Context: an optimization exercise on an open-source flow, tuned for small area, a short achievable clock period and few clock cycles. The choices shown serve that exercise and are no tape-out recipe. Power and IR drop assume default switching activity.

Setup of old:
==> flow/design.v <==
`timescale 1ns / 1ps
module write_batch_record_parser (
  input  logic                clk_i,
  input  logic                rst_ni,
  input  logic                in_valid_i,
  output logic                in_ready_o,
  input  logic [41:0]         in_data_i,
  output logic                out_valid_o,
  input  logic                out_ready_i,
  output logic [143:0]        out_data_o,
  input  logic                cfg_valid_i,
  output logic                cfg_ready_o,
  input  logic                cfg_index_i,
  input  logic [31:0]         cfg_data_i
);
  localparam logic [2:0] PhHeader = 3'd0;
  localparam logic [2:0] PhTag    = 3'd1;
  localparam logic [2:0] PhKeyLen = 3'd2;
  localparam logic [2:0] PhValLen = 3'd3;
  localparam logic [2:0] PhKey    = 3'd4;
  localparam logic [2:0] PhVal    = 3'd5;
  localparam logic [2:0] PhErrTag = 3'd6;
  localparam logic [2:0] PhErrLen = 3'd7;
  logic [7:0]  b;
  logic        bf, bl;
  logic [31:0] sp;
  assign b  = in_data_i[41:34];
  assign bf = in_data_i[33];
  assign bl = in_data_i[32];
  assign sp = in_data_i[31:0];
  logic [2:0]  phase_q, phase_n;
  logic        idle_q;
  logic [3:0]  cnt_q, cnt_n;
  logic [31:0] len_q;
  logic [31:0] diff_q;
  logic        dz_q;
  logic [63:0] rseq_q;
  logic [31:0] pos_q, pos_n;
  logic        lag_q;
  logic [31:0] rs_q;
  logic        del_q, del_n, ddel_q;
  logic        vp_q;
  logic [31:0] file_q;
  logic        fzero_q, fresh_q;
  logic        hd_q, hn_q, hs_q;
  logic        sep_q;   
  logic        hd_d, hn_d, hs_d;
  logic        empty_q, single_q, behind_q;
  logic [7:0]  byte_q;
  logic        fe_q, dk_q;
  logic        in_fire, upd, pop, pop_done, pos_mv;
  logic        emit_data, do_finish, do_after_key, hdr_end, seq_wr, cnt_wr;
  logic [31:0] len_new, len_pf;
  logic        len_ph;
  logic        len_new_zero, len_one, grp_zero;
  logic [2:0]  code;
  assign cfg_ready_o = 1'b1;
  assign out_valid_o = !empty_q;
  assign in_ready_o  = empty_q || (out_ready_i && (single_q || (behind_q && !bf)));
  assign in_fire     = in_valid_i && in_ready_o;
  assign upd         = in_fire && (bf || !idle_q);
  assign pop         = out_ready_i && !empty_q;
  assign pop_done    = out_ready_i && !hd_q && hn_q;
  assign pos_mv      = upd && !bf && !behind_q;
  always_comb begin
    for (int i = 0; i < 32; i++) begin
      if (cnt_q == 4'(i / 7)) len_new[i] = b[i % 7];
      else if (cnt_q == 4'd0) len_new[i] = 1'b0;
      else len_new[i] = len_q[i];
    end
  end
  assign grp_zero     = (cnt_q == 4'd4) ? (b[3:0] == 4'd0) : (b[6:0] == 7'd0);
  assign len_new_zero = grp_zero && ((cnt_q == 4'd0) || (len_q == 32'd0));
  assign len_one      = (len_q == 32'd1);
  assign len_ph       = (phase_q == PhKeyLen) || (phase_q == PhValLen);
  assign len_pf       = (vp_q && !del_q && !fzero_q) ? file_q : 32'd0;
  always_comb begin
    phase_n = phase_q;
    cnt_n   = cnt_q;
    del_n   = del_q;
    seq_wr  = 1'b0;
    cnt_wr  = 1'b0;
    hdr_end = 1'b0;
    emit_data    = 1'b0;
    do_finish    = 1'b0;
    do_after_key = 1'b0;
    case (phase_q)
      PhHeader: begin
        cnt_n = cnt_q + 4'd1;
        if (cnt_q[3]) cnt_wr = 1'b1;
        else seq_wr = 1'b1;
        if (cnt_q == 4'd11) begin
          hdr_end = 1'b1;
          cnt_n   = 4'd0;
          phase_n = PhTag;
        end
      end
      PhTag: begin
        if (b[7:1] == 7'd0) begin
          del_n   = !b[0];
          phase_n = PhKeyLen;
        end else begin
          phase_n = PhErrTag;
        end
      end
      PhKeyLen, PhValLen: begin
        cnt_n = cnt_q + 4'd1;
        if (b[7]) begin
          if (cnt_q == 4'd4) phase_n = PhErrLen;
        end else begin
          cnt_n = 4'd0;
          if (phase_q == PhKeyLen) begin
            if (len_new_zero) do_after_key = 1'b1;
            else phase_n = PhKey;
          end else begin
            if (len_new_zero) do_finish = 1'b1;
            else phase_n = PhVal;
          end
        end
      end
      PhKey: begin
        emit_data = 1'b1;
        if (len_one) do_after_key = 1'b1;
      end
      PhVal: begin
        emit_data = !vp_q;
        if (len_one) do_finish = 1'b1;
      end
      default: ;
    endcase
    if (do_after_key) begin
      if (del_q) do_finish = 1'b1;
      else phase_n = PhValLen;
    end
    if (do_finish) begin
      phase_n = PhTag;
    end
  end
  assign pos_n = pos_q + (lag_q ? 32'd2 : 32'd1);
  logic [63:0] rseq_inc;
  logic [31:0] diff_dec, pos_step;
  assign rseq_inc = rseq_q + {63'd0, pop_done};
  assign diff_dec = diff_q - {31'd0, pop_done};
  assign pos_step = pos_q + {30'd0, pos_mv && lag_q, pos_mv && !lag_q};
  always_comb begin
    hd_d = hd_q;
    hn_d = hn_q;
    hs_d = hs_q;
    if (upd) begin
      hs_d = bl;
      hd_d = !bf && emit_data;
      hn_d = !bf && (do_finish || behind_q);
    end else if (pop) begin
      if (hd_q) hd_d = 1'b0;
      else if (hn_q) hn_d = 1'b0;
      else hs_d = 1'b0;
    end
  end
  always_ff @(posedge clk_i or negedge rst_ni) begin
    if (!rst_ni) begin
      phase_q  <= PhHeader;
      idle_q   <= 1'b0;
      cnt_q    <= '0;
      pos_q    <= '0;
      lag_q    <= 1'b0;
      vp_q     <= 1'b0;
      fzero_q  <= 1'b1;
      fresh_q  <= 1'b1;
      hd_q     <= 1'b0;
      hn_q     <= 1'b0;
      hs_q     <= 1'b0;
      sep_q    <= 1'b0;
      empty_q  <= 1'b1;
      single_q <= 1'b0;
      behind_q <= 1'b0;
    end else begin
      if (cfg_valid_i) begin
        if (cfg_index_i) fzero_q <= 1'b0;
        else vp_q <= cfg_data_i[0];
      end
      if (upd && (bf || hdr_end)) fresh_q <= 1'b0;
      pos_q <= (upd && bf) ? sp : pos_step;
      hd_q     <= hd_d;
      hn_q     <= hn_d;
      hs_q     <= hs_d;
      empty_q  <= !(hd_d || hn_d || hs_d);
      single_q <= hd_d ? !(hn_d || hs_d) : (hn_d != hs_d);
      behind_q <= hd_d && hn_d && !hs_d;
      if (upd) begin
        idle_q <= bl;
        sep_q  <= behind_q && !bf;
        if (bf) begin
          phase_q <= PhHeader;
          cnt_q   <= 4'd1;
          lag_q   <= 1'b1;
        end else begin
          phase_q <= phase_n;
          cnt_q   <= cnt_n;
          lag_q <= behind_q;
        end
      end
    end
  end
  always_ff @(posedge clk_i) begin
    if (cfg_valid_i && cfg_index_i) file_q <= cfg_data_i;
    if (upd && bf) rs_q <= sp;
    else if (upd && hdr_end) rs_q <= pos_n;
    else if (pop_done) rs_q <= pos_q;
    if (upd && !bf && do_finish) len_q <= len_pf;
    else if (upd && !bf && len_ph) len_q <= len_new;
    else len_q <= len_q - {31'd0, upd && !bf && (phase_q == PhKey || phase_q == PhVal)};
    if (upd && !bf) del_q <= del_n;
    if (upd && !bf && do_finish) ddel_q <= del_q;
    if (upd && !bf && emit_data) begin
      byte_q <= b;
      fe_q   <= len_one;
      dk_q   <= phase_q[0];
    end
    for (int k = 0; k < 8; k++) begin
      rseq_q[8*k +: 8] <= (upd && (bf ? (k == 0) : (seq_wr && cnt_q[2:0] == 3'(k))))
                          ? b : rseq_inc[8*k +: 8];
    end
    for (int k = 0; k < 4; k++) begin
      diff_q[8*k +: 8] <= (upd && !bf && cnt_wr && cnt_q[1:0] == 2'(k))
                          ? b : diff_dec[8*k +: 8];
    end
    if (upd && !bf && cnt_wr) begin
      dz_q <= (b == 8'd0) && (diff_q[23:0] == 24'd0);
    end else if (pop_done) begin
      dz_q <= (diff_q == 32'd1);
    end
  end
  always_comb begin
    case (phase_q)
      PhErrTag: code = 3'd4;
      PhHeader: code = 3'd1;
      PhTag:    code = dz_q ? 3'd0 : 3'd5;
      default:  code = del_q ? 3'd3 : 3'd2;
    endcase
  end
  logic head_done, head_status;
  assign head_done   = !hd_q && hn_q;
  assign head_status = !hd_q && !hn_q;
  assign out_data_o[143]     = !hd_q;
  assign out_data_o[142]     = hd_q ? dk_q : !hn_q;
  assign out_data_o[141:134] = hd_q ? byte_q : 8'd0;
  assign out_data_o[133]     = hd_q && fe_q;
  assign out_data_o[132]     = hd_q ? del_q : (hn_q && ddel_q);
  assign out_data_o[131:68]  = head_done ? rseq_q : 64'd0;
  assign out_data_o[67:36]   = (hd_q || fresh_q) ? 32'd0 : rs_q;
  assign out_data_o[35:4]    = head_done ? len_q : 32'd0;
  assign out_data_o[3:1]     = head_status ? code : 3'd0;
  assign out_data_o[0]       = hd_q ? !(hn_q || hs_q) : (!hn_q || !hs_q || sep_q);
endmodule
Settings: LEC_CHECK=0, CAP_MARGIN=20, CORE_MARGIN=2, CORE_UTILIZATION=40, SETUP_SLACK_MARGIN=4.0, SLEW_MARGIN=20; clock period 7.0 ns.
standard.sh (not shown) runs the stock make flow with config.mk's settings and CLKGATE_MAP_FILE= SYNTH_SCRIPT=/design/flow/synth_recipe.tcl, a recipe that flattens the netlist after the stock synthesis.
==> flow/flow/run.sh <==
#!/bin/bash
# The standard layout, with the port buffers made of buf_1 cells instead of the
# cell buffer_ports picks by itself (a delay cell four times the area).
set -euo pipefail
export BUFFER_PORTS_ARGS="-buffer_cell sky130_fd_sc_hd__buf_1"
bash standard.sh > standard.log 2>&1
old: full flow OK, the timing, DRC and antenna checks passed
For new, these inputs were changed with respect to old:
Settings: SETUP_SLACK_MARGIN now 3.7, was 4.0.
Results
Compared with old, new shows first-pass GRT wire length that has gone down by a few percent. Result for old and new: all clean. Compared with old, in new synthesized area closely matched the old numbers; final critical delay including setup and external delays rose by 0.17 ns; pin count of the biggest net entering global routing higher; via count went down by about 6%; maximum fanout encountered on the critical timing path went down. new ended up with len_q[28] as its capturing element of the worst setup path; old ended up with out_data_o[128]. Compared with old, new shows a part of the power in combinational logic that is 3.1 points lower. Higher clock distribution area overhead in the final layout was reported by new, not old. Summary — sum of internal, switching and leakage power, new relative to old: lower, by 3.7%. Between new and old, it is new whose final area is lower, by 3000 µm². For routed length on met3, dividing the value from old by the value from new gives 1.4.
No functional check of the RTL was part of any run of this note.

## static timing again, ports no longer ideal
The flow's constraints put no driver on any port. The routed layouts listed below were extracted and timed again, unchanged, in two steps.
Step 1 assumes that a clkbuf_16 drives the clock port and a buf_2 every other input.
Step 2 also shifts input and output timing later by t, the mid clock arrival at the registers, as if the neighbouring blocks saw the same clock.
a / b / c = ideal / step 1 / step 2; a / b = the first two.
run	t (ns)	setup slack, ns	worst data-port slew with drivers (ns)
old	0.605	3.597 / 3.504 / 2.995	0.13
new	0.605	3.431 / 3.407 / 2.802	0.09
After both steps setup and hold are still met in every run listed. The setup slack of new, which loses most, moves by -0.024 ns with the drivers and by -0.629 ns with both steps.
